This design comes from an exercise in tuning for small area, a short achievable clock period and few clock cycles per item on the open sky130 flow, not from production work. Function was checked by simulation only, so behaviour that the tests miss may differ from the original. No activity file was given, so power comes from the tool's default toggle rates.

==> inputs of tundra <==
// matrix_multiply_engine
module matrix_multiply_engine (
    input  wire logic          i_clk,
    input  wire logic          i_rst_n,
    input  wire logic          i_in_valid,
    input  wire logic [23:0]   i_in_req,
    output logic               o_in_stall,
    output logic               o_out_valid,
    output logic [42:0]        o_out_req,
    input  wire logic          i_out_stall,
    input  wire logic          i_cfg_we,
    input  wire logic [1:0]    i_cfg_index,
    input  wire logic [3:0]    i_cfg_data
);
    localparam int MAC_LAT = 3;           
    localparam int NST     = MAC_LAT + 1;  
    logic [2:0] r_rl;
    logic [2:0] r_kl;
    logic [2:0] r_cl;
    logic [2:0] w_cfg_last;
    always_comb begin
        if (i_cfg_data == 4'd0) begin
            w_cfg_last = 3'd0;
        end else if (i_cfg_data > 4'd8) begin
            w_cfg_last = 3'd7;
        end else begin
            w_cfg_last = 3'(i_cfg_data - 4'd1);
        end
    end
    always_ff @(posedge i_clk) begin
        if (!i_rst_n) begin
            r_rl <= 3'd7;
            r_kl <= 3'd7;
            r_cl <= 3'd7;
        end else if (i_cfg_we) begin
            case (i_cfg_index)
                2'd0: r_rl <= w_cfg_last;
  ...
clock: 8.0 ns
lec_check: 0
abc_clock_period_in_ps: 3000
cap_margin: 20
core_margin: 2
core_utilization: 50
cts_cluster_diameter: 80
cts_cluster_size: 24
setup_slack_margin: 4.8
slew_margin: 20
run.sh (not shown) runs the stock make flow with config.mk's settings and CLKGATE_MAP_FILE= SYNTH_SCRIPT=/design/flow/synth_recipe.tcl, a recipe that flattens the netlist after the stock synthesis.
==> pepper (differences from tundra) <==
--- a/flow/design.v
+++ b/flow/design.v
@@ -9,23 +9,23 @@
     localparam logic [1:0] OP_LOAD_B  = 2'd1;
     localparam logic [1:0] OP_COMPUTE = 2'd2;
 endpackage
 `default_nettype wire
 `default_nettype none
 module mme_ram (
     input  wire logic          i_clk,
-    input  wire logic [7:0]    i_we_row,
-    input  wire logic [7:0]    i_col,
+    input  wire logic          i_we,
+    input  wire logic [5:0]    i_waddr,
     input  wire logic [15:0]   i_wdata,
     output logic      [1023:0] o_mem
 );
     logic [1023:0] r_mem;
     always_ff @(posedge i_clk) begin
         for (int i = 0; i < 64; i++) begin
-            if (i_we_row[i / 8] && i_col[i % 8]) begin
+            if (i_we && (i_waddr == 6'(i))) begin
                 r_mem[16*i +: 16] <= i_wdata;
             end
         end
     end
     assign o_mem = r_mem;
 endmodule
 `default_nettype wire
@@ -3492,41 +3492,39 @@
     assign w_iss_last = w_iss && (r_ir == r_rl) && (r_ic == r_cl);
     always_comb begin
         case (w_op)
             mme_pkg::OP_LOAD_A:
                 w_ok = !r_act || (w_row > r_rl) || (w_col > r_kl) || (w_row < r_ir) ||
                        ((w_row == r_ir) && ((r_ic != 3'd0) || w_iss));
             mme_pkg::OP_LOAD_B:
-                w_ok = (w_row > r_kl) || (w_col > r_cl) ||
-                       (!r_act && (w_adv || !r_tv[0] || (w_col != r_tcol))) ||
-                       (w_iss_last && (w_col != r_ic));
+                w_ok = (w_row > r_kl) || (w_col > r_cl) || (!r_act && (w_adv || !r_tv[0]));
             mme_pkg::OP_COMPUTE:
                 w_ok = !r_act || w_iss_last;
             default:
                 w_ok = 1'b1;
         endcase
     end
     assign w_pop   = r_v0 && w_ok;
     assign w_we_a  = w_pop && (w_op == mme_pkg::OP_LOAD_A);
     assign w_we_b  = w_pop && (w_op == mme_pkg::OP_LOAD_B);
-    logic [7:0]  r_wrow_a;
-    logic [7:0]  r_wrow_b;
-    logic [7:0]  r_wcol;
+    logic        r_we_a;
+    logic        r_we_b;
+    logic [5:0]  r_waddr;
     logic [15:0] r_wdata;
     always_ff @(posedge i_clk) begin
-        for (int i = 0; i < 8; i++) begin
-            if (!i_rst_n) begin
-                r_wrow_a[i] <= 1'b0;
-                r_wrow_b[i] <= 1'b0;
-            end else begin
-                r_wrow_a[i] <= w_we_a && (w_row == 3'(i));
-                r_wrow_b[i] <= w_we_b && (w_row == 3'(i));
-            end
-            r_wcol[i] <= (w_col == 3'(i));
+        if (!i_rst_n) begin
+            r_we_a <= 1'b0;
+            r_we_b <= 1'b0;
+        end else begin
+            r_we_a <= w_we_a;
+            r_we_b <= w_we_b;
         end
+    end
+    always_ff @(posedge i_clk) begin
+        r_waddr <= {w_row, w_col};
         r_wdata <= r_q0[15:0];
     end
     assign w_start = w_pop && (w_op == mme_pkg::OP_COMPUTE);
     always_ff @(posedge i_clk) begin
         if (!i_rst_n) begin
             r_act <= 1'b0;
             r_ir  <= 3'd0;
@@ -3546,36 +3544,36 @@
                 r_act <= 1'b0;
             end
         end
     end
     logic [1023:0] w_amem;
     logic [1023:0] w_bmem;
     mme_ram u_left_store (
-        .i_clk    (i_clk),
-        .i_we_row (r_wrow_a),
-        .i_col    (r_wcol),
-        .i_wdata  (r_wdata),
-        .o_mem    (w_amem)
+        .i_clk   (i_clk),
+        .i_we    (r_we_a),
+        .i_waddr (r_waddr),
+        .i_wdata (r_wdata),
+        .o_mem   (w_amem)
     );
     mme_ram u_right_store (
-        .i_clk    (i_clk),
-        .i_we_row (r_wrow_b),
-        .i_col    (r_wcol),
-        .i_wdata  (r_wdata),
-        .o_mem    (w_bmem)
+        .i_clk   (i_clk),
+        .i_we    (r_we_b),
+        .i_waddr (r_waddr),
+        .i_wdata (r_wdata),
+        .o_mem   (w_bmem)
     );
     logic [191:0] r_arow;
     logic [127:0] r_bcol;
     logic [127:0] w_arow;
     logic [191:0] w_aenc;
     logic [127:0] w_bcol;
     logic [2:0]   w_bsel;
     logic [NST-1:0] r_tv;        
-    logic [2:0]     r_tcol;      
-    assign w_bsel = w_adv ? r_ic : r_tcol;
+    logic [6:0]     r_tag [NST];
+    assign w_bsel = w_adv ? r_ic : r_tag[0][3:1];
     always_comb begin
         w_arow = '0;
         w_bcol = '0;
         for (int i = 0; i < 8; i++) begin
             for (int k = 0; k < 8; k++) begin
                 if (r_ir == 3'(i)) begin
                     w_arow[16*k +: 16] = w_arow[16*k +: 16] | w_amem[16*(8*i+k) +: 16];
@@ -3625,42 +3623,25 @@
             r_tv <= '0;
         end else if (w_adv) begin
             r_tv <= {r_tv[NST-2:0], w_iss};
         end
     end
     always_ff @(posedge i_clk) begin
         if (w_adv) begin
-            r_tcol <= r_ic;
-        end
-    end
-    logic [2:0] r_orow;
-    logic [2:0] r_ocol;
-    logic       w_olast;
-    assign w_olast = (r_orow == r_rl) && (r_ocol == r_cl);
-    always_ff @(posedge i_clk) begin
-        if (!i_rst_n) begin
-            r_orow <= 3'd0;
-            r_ocol <= 3'd0;
-        end else if (w_adv && r_tv[NST-1]) begin
-            if (w_olast) begin
-                r_orow <= 3'd0;
-                r_ocol <= 3'd0;
-            end else if (r_ocol == r_cl) begin
-                r_orow <= r_orow + 3'd1;
-                r_ocol <= 3'd0;
-            end else begin
-                r_ocol <= r_ocol + 3'd1;
+            r_tag[0] <= {r_ir, r_ic, (r_ir == r_rl) && (r_ic == r_cl)};
+            for (int s = 1; s < NST; s++) begin
+                r_tag[s] <= r_tag[s-1];
             end
         end
     end
     logic        r_ov;
     logic [42:0] r_out;
     logic [42:0] w_res;
     assign w_adv = !r_ov || !i_out_stall;
-    assign w_res = {r_orow, r_ocol, w_sum, w_olast};
+    assign w_res = {r_tag[NST-1][6:1], w_sum, r_tag[NST-1][0]};
     always_ff @(posedge i_clk) begin
         if (!i_rst_n) begin
             r_ov <= 1'b0;
         end else if (w_adv) begin
             r_ov <= r_tv[NST-1];
         end
     end
--- a/flow/config.mk
+++ b/flow/config.mk
@@ -5,11 +5,9 @@
 export SDC_FILE = /design/flow/constraint.sdc
 export NUM_CORES = 4
 export LEC_CHECK = 0
 export ABC_CLOCK_PERIOD_IN_PS = 3000
 export CAP_MARGIN = 20
 export CORE_MARGIN = 2
 export CORE_UTILIZATION = 50
-export CTS_CLUSTER_DIAMETER = 80
-export CTS_CLUSTER_SIZE = 24
 export SETUP_SLACK_MARGIN = 4.8
 export SLEW_MARGIN = 20
==> amber (differences from tundra) <==
--- a/flow/design.v
+++ b/flow/design.v
@@ -9,23 +9,23 @@
     localparam logic [1:0] OP_LOAD_B  = 2'd1;
     localparam logic [1:0] OP_COMPUTE = 2'd2;
 endpackage
 `default_nettype wire
 `default_nettype none
 module mme_ram (
     input  wire logic          i_clk,
-    input  wire logic [7:0]    i_we_row,
-    input  wire logic [7:0]    i_col,
+    input  wire logic          i_we,
+    input  wire logic [5:0]    i_waddr,
     input  wire logic [15:0]   i_wdata,
     output logic      [1023:0] o_mem
 );
     logic [1023:0] r_mem;
     always_ff @(posedge i_clk) begin
         for (int i = 0; i < 64; i++) begin
-            if (i_we_row[i / 8] && i_col[i % 8]) begin
+            if (i_we && (i_waddr == 6'(i))) begin
                 r_mem[16*i +: 16] <= i_wdata;
             end
         end
     end
     assign o_mem = r_mem;
 endmodule
 `default_nettype wire
@@ -3492,43 +3492,24 @@
     assign w_iss_last = w_iss && (r_ir == r_rl) && (r_ic == r_cl);
     always_comb begin
         case (w_op)
             mme_pkg::OP_LOAD_A:
                 w_ok = !r_act || (w_row > r_rl) || (w_col > r_kl) || (w_row < r_ir) ||
                        ((w_row == r_ir) && ((r_ic != 3'd0) || w_iss));
             mme_pkg::OP_LOAD_B:
-                w_ok = (w_row > r_kl) || (w_col > r_cl) ||
-                       (!r_act && (w_adv || !r_tv[0] || (w_col != r_tcol))) ||
-                       (w_iss_last && (w_col != r_ic));
+                w_ok = !r_act || (w_row > r_kl) || (w_col > r_cl) || w_iss_last;
             mme_pkg::OP_COMPUTE:
                 w_ok = !r_act || w_iss_last;
             default:
                 w_ok = 1'b1;
         endcase
     end
     assign w_pop   = r_v0 && w_ok;
     assign w_we_a  = w_pop && (w_op == mme_pkg::OP_LOAD_A);
     assign w_we_b  = w_pop && (w_op == mme_pkg::OP_LOAD_B);
-    logic [7:0]  r_wrow_a;
-    logic [7:0]  r_wrow_b;
-    logic [7:0]  r_wcol;
-    logic [15:0] r_wdata;
-    always_ff @(posedge i_clk) begin
-        for (int i = 0; i < 8; i++) begin
-            if (!i_rst_n) begin
-                r_wrow_a[i] <= 1'b0;
-                r_wrow_b[i] <= 1'b0;
-            end else begin
-                r_wrow_a[i] <= w_we_a && (w_row == 3'(i));
-                r_wrow_b[i] <= w_we_b && (w_row == 3'(i));
-            end
-            r_wcol[i] <= (w_col == 3'(i));
-        end
-        r_wdata <= r_q0[15:0];
-    end
     assign w_start = w_pop && (w_op == mme_pkg::OP_COMPUTE);
     always_ff @(posedge i_clk) begin
         if (!i_rst_n) begin
             r_act <= 1'b0;
             r_ir  <= 3'd0;
             r_ic  <= 3'd0;
         end else if (w_start) begin
@@ -3546,45 +3527,41 @@
                 r_act <= 1'b0;
             end
         end
     end
     logic [1023:0] w_amem;
     logic [1023:0] w_bmem;
     mme_ram u_left_store (
-        .i_clk    (i_clk),
-        .i_we_row (r_wrow_a),
-        .i_col    (r_wcol),
-        .i_wdata  (r_wdata),
-        .o_mem    (w_amem)
+        .i_clk   (i_clk),
+        .i_we    (w_we_a),
+        .i_waddr ({w_row, w_col}),
+        .i_wdata (r_q0[15:0]),
+        .o_mem   (w_amem)
     );
     mme_ram u_right_store (
-        .i_clk    (i_clk),
-        .i_we_row (r_wrow_b),
-        .i_col    (r_wcol),
-        .i_wdata  (r_wdata),
-        .o_mem    (w_bmem)
+        .i_clk   (i_clk),
+        .i_we    (w_we_b),
+        .i_waddr ({w_row, w_col}),
+        .i_wdata (r_q0[15:0]),
+        .o_mem   (w_bmem)
     );
     logic [191:0] r_arow;
     logic [127:0] r_bcol;
     logic [127:0] w_arow;
     logic [191:0] w_aenc;
     logic [127:0] w_bcol;
-    logic [2:0]   w_bsel;
-    logic [NST-1:0] r_tv;        
-    logic [2:0]     r_tcol;      
-    assign w_bsel = w_adv ? r_ic : r_tcol;
     always_comb begin
         w_arow = '0;
         w_bcol = '0;
         for (int i = 0; i < 8; i++) begin
             for (int k = 0; k < 8; k++) begin
                 if (r_ir == 3'(i)) begin
                     w_arow[16*k +: 16] = w_arow[16*k +: 16] | w_amem[16*(8*i+k) +: 16];
                 end
-                if (w_bsel == 3'(i)) begin
+                if (r_ic == 3'(i)) begin
                     w_bcol[16*k +: 16] = w_bcol[16*k +: 16] | w_bmem[16*(8*k+i) +: 16];
                 end
             end
         end
         for (int k = 0; k < 8; k++) begin
             if (3'(k) > r_kl) begin
                 w_arow[16*k +: 16] = '0;
@@ -3604,72 +3581,74 @@
             end
         end
     end
     always_ff @(posedge i_clk) begin
         if (w_iss && (r_ic == 3'd0)) begin
             r_arow <= w_aenc;
         end
-    end
-    always_ff @(posedge i_clk) begin
-        r_bcol <= w_bcol;
+        if (w_adv) begin
+            r_bcol <= w_bcol;
+        end
     end
     logic [35:0] w_sum;
     mme_mac u_mac (
         .i_clk (i_clk),
         .i_en  (w_adv),
         .i_a   (r_arow),
         .i_b   (r_bcol),
         .o_sum (w_sum)
     );
+    logic [NST-1:0] r_tv;
+    logic [6:0]     r_tag [NST];
     always_ff @(posedge i_clk) begin
         if (!i_rst_n) begin
             r_tv <= '0;
         end else if (w_adv) begin
             r_tv <= {r_tv[NST-2:0], w_iss};
         end
     end
     always_ff @(posedge i_clk) begin
         if (w_adv) begin
-            r_tcol <= r_ic;
-        end
-    end
-    logic [2:0] r_orow;
-    logic [2:0] r_ocol;
-    logic       w_olast;
-    assign w_olast = (r_orow == r_rl) && (r_ocol == r_cl);
-    always_ff @(posedge i_clk) begin
-        if (!i_rst_n) begin
-            r_orow <= 3'd0;
-            r_ocol <= 3'd0;
-        end else if (w_adv && r_tv[NST-1]) begin
-            if (w_olast) begin
-                r_orow <= 3'd0;
-                r_ocol <= 3'd0;
-            end else if (r_ocol == r_cl) begin
-                r_orow <= r_orow + 3'd1;
-                r_ocol <= 3'd0;
-            end else begin
-                r_ocol <= r_ocol + 3'd1;
+            r_tag[0] <= {r_ir, r_ic, (r_ir == r_rl) && (r_ic == r_cl)};
+            for (int s = 1; s < NST; s++) begin
+                r_tag[s] <= r_tag[s-1];
             end
         end
     end
     logic        r_ov;
     logic [42:0] r_out;
+    logic        r_sv;
+    logic [42:0] r_skid;
+    logic        w_ofree;
+    logic        w_arr;
     logic [42:0] w_res;
-    assign w_adv = !r_ov || !i_out_stall;
-    assign w_res = {r_orow, r_ocol, w_sum, w_olast};
+    assign w_adv   = !r_sv;
+    assign w_ofree = !r_ov || !i_out_stall;
+    assign w_arr   = r_tv[NST-1] && w_adv;
+    assign w_res   = {r_tag[NST-1][6:1], w_sum, r_tag[NST-1][0]};
     always_ff @(posedge i_clk) begin
         if (!i_rst_n) begin
             r_ov <= 1'b0;
-        end else if (w_adv) begin
-            r_ov <= r_tv[NST-1];
+            r_sv <= 1'b0;
+        end else if (r_sv) begin
+            if (w_ofree) begin
+                r_ov <= 1'b1;
+                r_sv <= 1'b0;
+            end
+        end else if (w_ofree) begin
+            r_ov <= w_arr;
+        end else if (w_arr) begin
+            r_sv <= 1'b1;
         end
     end
     always_ff @(posedge i_clk) begin
-        if (w_adv) begin
-            r_out <= w_res;
+        if (w_ofree) begin
+            r_out <= r_sv ? r_skid : w_res;
+        end
+        if (!r_sv) begin
+            r_skid <= w_res;
         end
     end
     assign o_out_valid = r_ov;
     assign o_out_req   = r_out;
 endmodule
 `default_nettype wire
==> flow/config.mk (replaced) <==
export PLATFORM = sky130hd
export DESIGN_NAME = matrix_multiply_engine
export DESIGN_NICKNAME = matrix_multiply_engine
export VERILOG_FILES = /design/flow/design.v
export SDC_FILE = /design/flow/constraint.sdc
export NUM_CORES = 4
export LEC_CHECK = 0
export ABC_CLOCK_PERIOD_IN_PS = 3000
export CAP_MARGIN = 20
export CORE_MARGIN = 2
export CORE_UTILIZATION = 50
export SETUP_SLACK_MARGIN = 4.9
export SLEW_MARGIN = 20
==> qor summary <==
| item | pepper | tundra | amber |
|---|---|---|---|
| Result of the run | finished clean | finished clean | finished clean |
| Die width | 561.0 um | 560.1 um | 564.3 um |
| Post-synthesis sequential element count | 3097 | 3094 | 3117 |
| Avg Inst Size Synth | 15.28 um2 | 13.85 um2 | 14.80 um2 |
| Total die area | 314700 um2 | 313700 um2 | 318400 um2 |
| R2r setup slk | 4710 ps | 4660 ps | 4680 ps |
| Sequential cell count of the final layout | 3097 | 3094 | 3117 |
| Part of the total power dissipated in the clock network | 33.0% | 23.1% | 27.7% |
| Final HPWL DP | 346600 um | 345400 um | 386100 um |
| Met3 WL post-DR | 69950 um | 69800 um | 78140 um |
| Insertion delay to the later sink of the worst-skew pair | 980 ps | 950 ps | 960 ps |
| CP Buf/Inv Count | 1 | 5 | 7 |
| Sw power | 13150 uW | 12970 uW | 18030 uW |
| Warnings, synthesis | 4 | 3 | 4 |
| Reg area | 91450 um2 | 91160 um2 | 92950 um2 |
Testbench counts of tundra, summed over its fixed seeds: cycles 9,383, jobs 152.
Testbench counts of pepper, summed over its fixed seeds: cycles 9,404, jobs 152.
Testbench counts of amber, summed over its fixed seeds: cycles 9,379, jobs 152.

[separate check: timing with driven ports]
How much do the figures lean on ideal ports? The routed layouts below were timed once more, with nothing changed but the port constraints. Step 1, drivers: a clkbuf_16 drives i_clk and a buf_2 each remaining input, both assumed. Step 2 adds t to the input delays and takes it off the output delays; t is the mean of the earliest and latest rising clock arrival at the registers after step 1. Input paths then give back, and output paths get back, about the clock's delay inside the block. a / b / c = ideal / step 1 / step 2; a / b = the first two.
run	shift t [ns]	setup slack, ns	worst setup path after step 2	clock arrival spread, ns
tundra	0.997	4.657 / 4.657 / 3.896	input to register	0.096 / 0.095
pepper	1.031	4.715 / 4.715 / 3.786	input to register	0.107 / 0.107
amber	1.015	4.683 / 4.683 / 4.310	input to register	0.077 / 0.076
After both steps setup and hold are still met in every run listed. The setup slack of pepper, which loses most, moves by 0.000 ns with the drivers and by -0.929 ns with both steps.
